What follows belongs to an exercise in optimizing a design on an open flow for small area; a production flow would make more cautious choices.
Only simulation tests tie the RTL to the original design; equivalence was not proved.
Power figures rest on the tool's default switching activity, not on a simulated workload.

==> raven <==
==> flow/design.v (excerpt) <==
module chan_top (
	input  wire logic                       wb_clk,
	input  wire logic                       rst_n_i,
	input  wire logic                       reg_we_i,
	input  wire logic [4-1:0]      reg_adr_i,
	input  wire logic [16-1:0]         reg_dat_i,
	output logic [16-1:0]              reg_dat_o,
	input  wire logic                       adc_vld_i,
	input  wire logic [4*12-1:0]   adc_dat_i,
	output logic [16-1:0]              tx_dat_o,
	output logic                            tx_k_o,
	output logic                            tx_vld_o,
	input  wire logic                       tx_rdy_i
);
==> module ped_sub, before the edit <==
module ped_sub (
	input  wire logic [11:0] smp_i,
	input  wire logic [11:0] pedn_i,
	input  wire logic        inv_i,
	output logic [12:0]      d_o
);
	logic [12:0] w;
	logic [4:0]  c0, c1, c2;
	logic [3:0]  s1, s2, p1, p2;
	logic        k4, k8, k12;
	assign c0[0] = ~inv_i;
	for (genvar i = 0; i < 4; i++) begin : g_b
		fadd u_f0 (.a_i(smp_i[i]), .b_i(pedn_i[i]), .c_i(c0[i]), .s_o(w[i]), .c_o(c0[i+1]));
		if (i == 0) begin : g_h
			hadd u_h1 (.a_i(smp_i[4]), .b_i(pedn_i[4]), .s_o(s1[0]), .c_o(c1[1]));
			hadd u_h2 (.a_i(smp_i[8]), .b_i(pedn_i[8]), .s_o(s2[0]), .c_o(c2[1]));
		end else begin : g_f
			fadd u_f1 (.a_i(smp_i[i+4]), .b_i(pedn_i[i+4]), .c_i(c1[i]), .s_o(s1[i]), .c_o(c1[i+1]));
			fadd u_f2 (.a_i(smp_i[i+8]), .b_i(pedn_i[i+8]), .c_i(c2[i]), .s_o(s2[i]), .c_o(c2[i+1]));
		end
	end
	assign c1[0] = 1'b0;
	assign c2[0] = 1'b0;
	assign p1 = {&s1[2:0], &s1[1:0], s1[0], 1'b1};
	assign p2 = {&s2[2:0], &s2[1:0], s2[0], 1'b1};
	assign k4 = c0[4];
	assign w[7:4]  = s1 ^ (p1 & {4{k4}});
	assign k8 = c1[4] | (k4 & (&s1));
	assign w[11:8] = s2 ^ (p2 & {4{k8}});
	assign k12 = c2[4] | (k8 & (&s2));
	assign w[12] = ~k12;
	assign d_o = w ^ {13{inv_i}};
endmodule
Settings: LEC_CHECK=0, CAP_MARGIN=20, CORE_MARGIN=2, CORE_UTILIZATION=65, CTS_CLUSTER_DIAMETER=80, CTS_CLUSTER_SIZE=26, PLACE_DENSITY=0.68, SETUP_SLACK_MARGIN=0.1, SLEW_MARGIN=20, SYNTH_HIERARCHICAL=1; clock period 5.0 ns.
standard.sh (not shown) runs the stock make flow with config.mk's settings and CLKGATE_MAP_FILE= SYNTH_SCRIPT=/design/flow/synth_recipe.tcl, a recipe that flattens the netlist after the stock synthesis.
==> flow/flow/run.sh <==
#!/bin/bash
# Layout flow: the standard layout (standard.sh) with two changes.
#  1. Synthesis maps the logic with an area-oriented ABC script (flow/area.abc)
#     instead of ORFS's speed script. Everything else in synthesis is the standard flow's
#     own script (synth_recipe.tcl): same passes, same flip-flop mapping, same
#     flattening and renaming, so the registers are the standard ones.
#  2. The port buffers are sky130_fd_sc_hd__buf_1 (every input and output
#     port still gets one) instead of the delay cell buffer_ports picks.
# Each tool's output goes to a log file in this folder; ORFS's own per-step
# logs are under orfs/logs/.
set -euo pipefail
here=$(pwd)

# ORFS synth.tcl with the ABC script swapped after the preamble has set it up
orfs_synth="$FLOW_HOME/scripts/synth.tcl"
anchor='source $::env(SCRIPTS_DIR)/synth_preamble.tcl'
grep -qF "$anchor" "$orfs_synth"
awk -v anchor="$anchor" -v abc="$here/flow/area.abc" '
	{ print }
	$0 == anchor { print "lset abc_args 1 " abc }
' "$orfs_synth" > "$here/area_synth.tcl"
grep -q "lset abc_args 1 $here/flow/area.abc" "$here/area_synth.tcl"

# The standard flow's synthesis script, sourcing that copy instead of ORFS's synth.tcl
sed 's#^source $::env(SCRIPTS_DIR)/synth.tcl$#source '"$here"'/area_synth.tcl#' \
	"$here/synth_recipe.tcl" > "$here/area_synth_recipe.tcl"
grep -q "^source $here/area_synth.tcl\$" "$here/area_synth_recipe.tcl"

BUFFER_PORTS_ARGS="-buffer_cell sky130_fd_sc_hd__buf_1" \
	bash "$here/standard.sh" SYNTH_SCRIPT="$here/area_synth_recipe.tcl" finish \
	> "$here/standard_finish.log" 2>&1

test -s "$here/out/final.def"
==> flow/flow/area.abc <==
&get -n
&st
&syn2
&dch
&nf -a -R 1000
&put
topo
stime -c
==> inputs of tundra, as changes to raven <==
--- a/flow/design.v
+++ b/flow/design.v
@@ -317,37 +317,31 @@
 endmodule
 module ped_sub (
 	input  wire logic [11:0] smp_i,
 	input  wire logic [11:0] pedn_i,
 	input  wire logic        inv_i,
 	output logic [12:0]      d_o
 );
 	logic [12:0] w;
-	logic [4:0]  c0, c1, c2;
-	logic [3:0]  s1, s2, p1, p2;
-	logic        k4, k8, k12;
+	logic [8:0]  c0;
+	logic [4:0]  c2;
+	logic [3:0]  s2, p2;
+	logic        k8, k12;
 	assign c0[0] = ~inv_i;
-	for (genvar i = 0; i < 4; i++) begin : g_b
+	for (genvar i = 0; i < 8; i++) begin : g_lo
 		fadd u_f0 (.a_i(smp_i[i]), .b_i(pedn_i[i]), .c_i(c0[i]), .s_o(w[i]), .c_o(c0[i+1]));
-		if (i == 0) begin : g_h
-			hadd u_h1 (.a_i(smp_i[4]), .b_i(pedn_i[4]), .s_o(s1[0]), .c_o(c1[1]));
-			hadd u_h2 (.a_i(smp_i[8]), .b_i(pedn_i[8]), .s_o(s2[0]), .c_o(c2[1]));
-		end else begin : g_f
-			fadd u_f1 (.a_i(smp_i[i+4]), .b_i(pedn_i[i+4]), .c_i(c1[i]), .s_o(s1[i]), .c_o(c1[i+1]));
-			fadd u_f2 (.a_i(smp_i[i+8]), .b_i(pedn_i[i+8]), .c_i(c2[i]), .s_o(s2[i]), .c_o(c2[i+1]));
-		end
 	end
-	assign c1[0] = 1'b0;
+	hadd u_h2 (.a_i(smp_i[8]), .b_i(pedn_i[8]), .s_o(s2[0]), .c_o(c2[1]));
+	for (genvar i = 1; i < 4; i++) begin : g_hi
+		fadd u_f2 (.a_i(smp_i[i+8]), .b_i(pedn_i[i+8]), .c_i(c2[i]), .s_o(s2[i]), .c_o(c2[i+1]));
+	end
 	assign c2[0] = 1'b0;
-	assign p1 = {&s1[2:0], &s1[1:0], s1[0], 1'b1};
 	assign p2 = {&s2[2:0], &s2[1:0], s2[0], 1'b1};
-	assign k4 = c0[4];
-	assign w[7:4]  = s1 ^ (p1 & {4{k4}});
-	assign k8 = c1[4] | (k4 & (&s1));
+	assign k8 = c0[8];
 	assign w[11:8] = s2 ^ (p2 & {4{k8}});
 	assign k12 = c2[4] | (k8 & (&s2));
 	assign w[12] = ~k12;
 	assign d_o = w ^ {13{inv_i}};
 endmodule
 module gt_s13 (
 	input  wire logic [12:0] a_i,
 	input  wire logic [12:0] b_i,
==> flow/flow/area.abc (replaced) <==
strash
dc2
dch
amap
topo
stime -c
- CTS_CLUSTER_DIAMETER: 80 -> 100
- CTS_CLUSTER_SIZE: 26 -> 28
- SETUP_SLACK_MARGIN: 0.1 -> 0.05
==> inputs of garnet, as changes to raven <==
--- a/flow/design.v
+++ b/flow/design.v
@@ -76,80 +76,78 @@
 	always_ff @(posedge wb_clk) begin
 		zthr <= zthr_d;
 		sthr <= sthr_d;
 		mask <= mask_d;
 		inv  <= inv_d;
 		for (int n = 0; n < 4; n++)
 			pedn[n] <= pedn_d[n];
 	end
-	logic [15:0] rd_val;        
-	rd_mux u_rd (
-		.rst_n_i (rst_n_i),
-		.adr_i   (reg_adr_i),
-		.zthr_i  (zthr),
-		.sthr_i  (sthr),
-		.mask_i  (mask),
-		.inv_i   (inv),
-		.pedn0_i (pedn[0]),
-		.pedn1_i (pedn[1]),
-		.pedn2_i (pedn[2]),
-		.pedn3_i (pedn[3]),
-		.stat_i  (stat),
-		.val_o   (rd_val)
-	);
+	logic [15:0] rd_val;
+	always_comb begin
+		case (reg_adr_i)
+			4'd0:  rd_val = {{3{zthr[12]}}, zthr};
+			4'd1:  rd_val = sthr;
+			4'd2:  rd_val = {12'd0, mask};
+			4'd3:  rd_val = {12'd0, inv};
+			4'd4:  rd_val = {4'd0, ~pedn[0]};
+			4'd5:  rd_val = {4'd0, ~pedn[1]};
+			4'd6:  rd_val = {4'd0, ~pedn[2]};
+			4'd7:  rd_val = {4'd0, ~pedn[3]};
+			4'd15: rd_val = {11'd0, stat};
+			default: rd_val = '0;
+		endcase
+	end
 	always_ff @(posedge wb_clk) begin
-		if (!rst_n_i)
-			stat <= '0;
-		else
-			stat <= ((reg_adr_i == 4'd15) ? 5'd0 : stat) | ovf;
-		reg_dat_o <= rd_val;
+		if (!rst_n_i) begin
+			stat      <= '0;
+			reg_dat_o <= '0;
+		end else begin
+			stat      <= ((reg_adr_i == 4'd15) ? 5'd0 : stat) | ovf;
+			reg_dat_o <= rd_val;
+		end
 	end
 	logic [15:0] sthr_nx;
 	assign sthr_nx = sthr_d;
 	logic       load;
 	logic       tv;                 
-	logic       tne_q;              
 	logic [3:0] cv;                 
 	logic [3:0] cpop;
 	logic       tpop;
 	assign load = ~tx_vld_o | tx_rdy_i;
 	logic [12:0]        slot [4][8];
 	logic [3:0]         cnt  [4];      
 	logic [12:0]        d_q  [4];      
 	logic [3:0]         en_q;          
 	logic               vld_q;         
 	logic [7:0]         hsel [4];      
-	logic [3:0]         ne_q;          
 	for (genvar c = 0; c < 4; c++) begin : g_chan
 		logic [12:0] d;
 		logic        gt, push, full, acc;
 		ped_sub u_sub (
 			.smp_i  (adc_dat_i[c*12 +: 12]),
 			.pedn_i (pedn[c]),
 			.inv_i  (inv[c]),
 			.d_o    (d)
 		);
 		always_ff @(posedge wb_clk)
 			d_q[c] <= d;
 		gt_s13 u_gt (.a_i(d_q[c]), .b_i(zthr), .gt_o(gt));
 		assign push   = en_q[c] & gt;
 		assign full   = cnt[c][3];
 		assign acc    = push & ~full;
 		assign ovf[c] = push & full;
-		assign cv[c]  = ne_q[c];
+		assign cv[c]  = (cnt[c] != 4'd0);
 		always_ff @(posedge wb_clk) begin
 			if (!rst_n_i) begin
 				cnt[c]  <= '0;
-				ne_q[c] <= 1'b0;
 				en_q[c] <= 1'b0;
 			end else begin
 				en_q[c] <= adc_vld_i & mask[c];
 				cnt[c]  <= updn4(cnt[c], acc, cpop[c]);
-				ne_q[c] <= acc | (ne_q[c] & ~(hsel[c][0] & cpop[c]));
 			end
 		end
 		logic [12:0] slot_d [8];
 		logic        accn;
 		assign accn = ~acc;
 		for (genvar i = 0; i < 8; i++) begin : g_s
 			hold_mux #(.W(13)) u_ld (
 				.ld_i  (acc),
@@ -192,25 +190,22 @@
 		end
 	end
 	logic [15:0] tslot [4];
 	logic [2:0]  tcnt;
 	logic        tfull, tacc;
 	assign tfull  = tcnt[2];
 	assign tacc   = trig_q & ~tfull;
 	assign ovf[4] = trig_q & tfull;
-	assign tv     = tne_q;
+	assign tv     = (tcnt != 3'd0);
 	always_ff @(posedge wb_clk) begin
-		if (!rst_n_i) begin
-			tcnt  <= '0;
-			tne_q <= 1'b0;
-		end else begin
-			tcnt  <= updn3(tcnt, tacc, tpop);
-			tne_q <= tacc | (tne_q & ~((tcnt == 3'd1) & tpop));
-		end
+		if (!rst_n_i)
+			tcnt <= '0;
+		else
+			tcnt <= updn3(tcnt, tacc, tpop);
 	end
 	logic [15:0] tslot_d [4];
 	logic        taccn;
 	assign taccn = ~tacc;
 	for (genvar i = 0; i < 4; i++) begin : g_ts
 		hold_mux #(.W(16)) u_ld (
 			.ld_i  (tacc),
 			.ldn_i (taccn),
@@ -400,57 +395,16 @@
 	end
 	assign c[0] = 1'b1;
 	for (genvar i = 0; i < 14; i++) begin : g_s
 		assign c[i+1] = (s3[i] & c3[i]) | (c[i] & (s3[i] | c3[i]));
 	end
 	assign top = {1'b0, t[15:14]} + 3'd1 + {2'd0, c3[14]} + {2'd0, c[14]};
 	assign gt_o = ~top[2];
 endmodule
-module rd_mux (
-	input  wire logic        rst_n_i,
-	input  wire logic [3:0]  adr_i,
-	input  wire logic [12:0] zthr_i,
-	input  wire logic [15:0] sthr_i,
-	input  wire logic [3:0]  mask_i,
-	input  wire logic [3:0]  inv_i,
-	input  wire logic [11:0] pedn0_i,
-	input  wire logic [11:0] pedn1_i,
-	input  wire logic [11:0] pedn2_i,
-	input  wire logic [11:0] pedn3_i,
-	input  wire logic [4:0]  stat_i,
-	output logic [15:0]      val_o
-);
-	logic [8:0] s;
-	always_comb begin
-		for (int k = 0; k < 8; k++)
-			s[k] = rst_n_i & (adr_i == 4'(k));
-		s[8] = rst_n_i & (adr_i == 4'd15);
-		val_o = ({{3{zthr_i[12]}}, zthr_i} & {16{s[0]}})
-		      | (sthr_i & {16{s[1]}})
-		      | ({12'd0, mask_i} & {16{s[2]}})
-		      | ({12'd0, inv_i} & {16{s[3]}})
-		      | ({4'd0, ~pedn0_i} & {16{s[4]}})
-		      | ({4'd0, ~pedn1_i} & {16{s[5]}})
-		      | ({4'd0, ~pedn2_i} & {16{s[6]}})
-		      | ({4'd0, ~pedn3_i} & {16{s[7]}})
-		      | ({11'd0, stat_i} & {16{s[8]}});
-	end
-endmodule
 module and_or36 (
 	input  wire logic [35:0] d_i,
 	input  wire logic [35:0] g_i,
 	output logic             y_o
 );
-	logic [11:0] n;
-	for (genvar i = 0; i < 12; i++) begin : g_t
-		aoi3 u_t (.d_i(d_i[3*i +: 3]), .g_i(g_i[3*i +: 3]), .y_o(n[i]));
-	end
-	assign y_o = ~&n;
-endmodule
-module aoi3 (
-	input  wire logic [2:0] d_i,
-	input  wire logic [2:0] g_i,
-	output logic            y_o
-);
-	assign y_o = ~|(d_i & g_i);
+	assign y_o = |(d_i & g_i);
 endmodule
 `default_nettype wire
- SETUP_SLACK_MARGIN: 0.1 -> 0.2
==> inputs of amber, as changes to raven <==
--- a/flow/design.v
+++ b/flow/design.v
@@ -317,37 +317,31 @@
 endmodule
 module ped_sub (
 	input  wire logic [11:0] smp_i,
 	input  wire logic [11:0] pedn_i,
 	input  wire logic        inv_i,
 	output logic [12:0]      d_o
 );
 	logic [12:0] w;
-	logic [4:0]  c0, c1, c2;
-	logic [3:0]  s1, s2, p1, p2;
-	logic        k4, k8, k12;
+	logic [8:0]  c0;
+	logic [4:0]  c2;
+	logic [3:0]  s2, p2;
+	logic        k8, k12;
 	assign c0[0] = ~inv_i;
-	for (genvar i = 0; i < 4; i++) begin : g_b
+	for (genvar i = 0; i < 8; i++) begin : g_lo
 		fadd u_f0 (.a_i(smp_i[i]), .b_i(pedn_i[i]), .c_i(c0[i]), .s_o(w[i]), .c_o(c0[i+1]));
-		if (i == 0) begin : g_h
-			hadd u_h1 (.a_i(smp_i[4]), .b_i(pedn_i[4]), .s_o(s1[0]), .c_o(c1[1]));
-			hadd u_h2 (.a_i(smp_i[8]), .b_i(pedn_i[8]), .s_o(s2[0]), .c_o(c2[1]));
-		end else begin : g_f
-			fadd u_f1 (.a_i(smp_i[i+4]), .b_i(pedn_i[i+4]), .c_i(c1[i]), .s_o(s1[i]), .c_o(c1[i+1]));
-			fadd u_f2 (.a_i(smp_i[i+8]), .b_i(pedn_i[i+8]), .c_i(c2[i]), .s_o(s2[i]), .c_o(c2[i+1]));
-		end
 	end
-	assign c1[0] = 1'b0;
+	hadd u_h2 (.a_i(smp_i[8]), .b_i(pedn_i[8]), .s_o(s2[0]), .c_o(c2[1]));
+	for (genvar i = 1; i < 4; i++) begin : g_hi
+		fadd u_f2 (.a_i(smp_i[i+8]), .b_i(pedn_i[i+8]), .c_i(c2[i]), .s_o(s2[i]), .c_o(c2[i+1]));
+	end
 	assign c2[0] = 1'b0;
-	assign p1 = {&s1[2:0], &s1[1:0], s1[0], 1'b1};
 	assign p2 = {&s2[2:0], &s2[1:0], s2[0], 1'b1};
-	assign k4 = c0[4];
-	assign w[7:4]  = s1 ^ (p1 & {4{k4}});
-	assign k8 = c1[4] | (k4 & (&s1));
+	assign k8 = c0[8];
 	assign w[11:8] = s2 ^ (p2 & {4{k8}});
 	assign k12 = c2[4] | (k8 & (&s2));
 	assign w[12] = ~k12;
 	assign d_o = w ^ {13{inv_i}};
 endmodule
 module gt_s13 (
 	input  wire logic [12:0] a_i,
 	input  wire logic [12:0] b_i,
==> flow/flow/area.abc (replaced) <==
strash
ifraig
dc2
dch -f
amap
topo
stime -c
- CTS_CLUSTER_DIAMETER: 80 -> 100
- CTS_CLUSTER_SIZE: 26 -> 30
- SETUP_SLACK_MARGIN: 0.1 -> 0.05
==> comparison table <==
Area occupied by multi-input gates: raven 13,200 um2; tundra 12,600 um2; garnet 13,490 um2; amber 12,620 um2
Tap cells: raven 532; tundra 532; garnet 539; amber 532
Antenna cell count: raven 0; tundra 1; garnet 3; amber 0
Fraction of the mapped netlist area in compound gates: raven 28.35%; tundra 30.43%; garnet 29.12%; amber 30.56%
Result of the run: raven timing/DRC/antenna clean; tundra timing/DRC/antenna clean; garnet timing/DRC/antenna clean; amber timing/DRC/antenna clean
Net switching power: raven 4.469 mW; tundra 4.160 mW; garnet 5.205 mW; amber 4.190 mW
Peak VDD IR: raven 0.2648 mV; tundra 0.3344 mV; garnet 0.6039 mV; amber 0.2785 mV
Largest stage delay on the critical path: raven 360 ps; tundra 530 ps; garnet 400 ps; amber 560 ps
Leakage power: raven 11.75 nW; tundra 11.26 nW; garnet 12.23 nW; amber 11.24 nW
Clock-cell share of area: raven 3.355%; tundra 2.583%; garnet 3.368%; amber 2.408%
Clock buffers created by TritonCTS: raven 35; tundra 29; garnet 36; amber 27
Capture point of the critical path: raven cnt[1][3]; tundra tx_dat_o[0]; garnet slot[10][5]; amber d_q[3][11]
Met3 global-route usage: raven 9.585%; tundra 6.143%; garnet 8.514%; amber 5.162%

==> separate check: timing with driven ports <==
The flow's constraints put no driver on any port. The routed layouts listed below were extracted and timed again, unchanged, in two steps.
Step 1 assumes that a clkbuf_16 drives the clock port and a buf_2 every other input.
Step 2 adds t to the input delays and takes it off the output delays; t is the mean of the earliest and latest rising clock arrival at the registers after step 1. Input paths then give back, and output paths get back, about the clock's delay inside the block.
Slacks: ideal / step 1 / step 2; pairs: ideal / step 1.
run | t (ns) | setup slack, ns | clock arrival spread, ns | slew at the worst register clock pin (ns) | pins driven straight from the clock port
raven | 0.649 | 0.248 / 0.248 / 0.117 | 0.045 / 0.045 | 0.10 / 0.10 | 1
tundra | 0.690 | 0.288 / 0.288 / -0.284 | 0.038 / 0.039 | 0.11 / 0.11 | 1
garnet | 0.640 | 0.201 / 0.201 / 0.126 | 0.020 / 0.020 | 0.10 / 0.10 | 1
amber | 0.661 | 0.231 / 0.231 / -0.201 | 0.020 / 0.019 | 0.12 / 0.12 | 1
Met with ideal ports but missed after step 2: setup timing in tundra and amber. For tundra, which loses most, drivers alone change the setup slack by 0.000 ns; drivers and shift together by -0.572 ns.
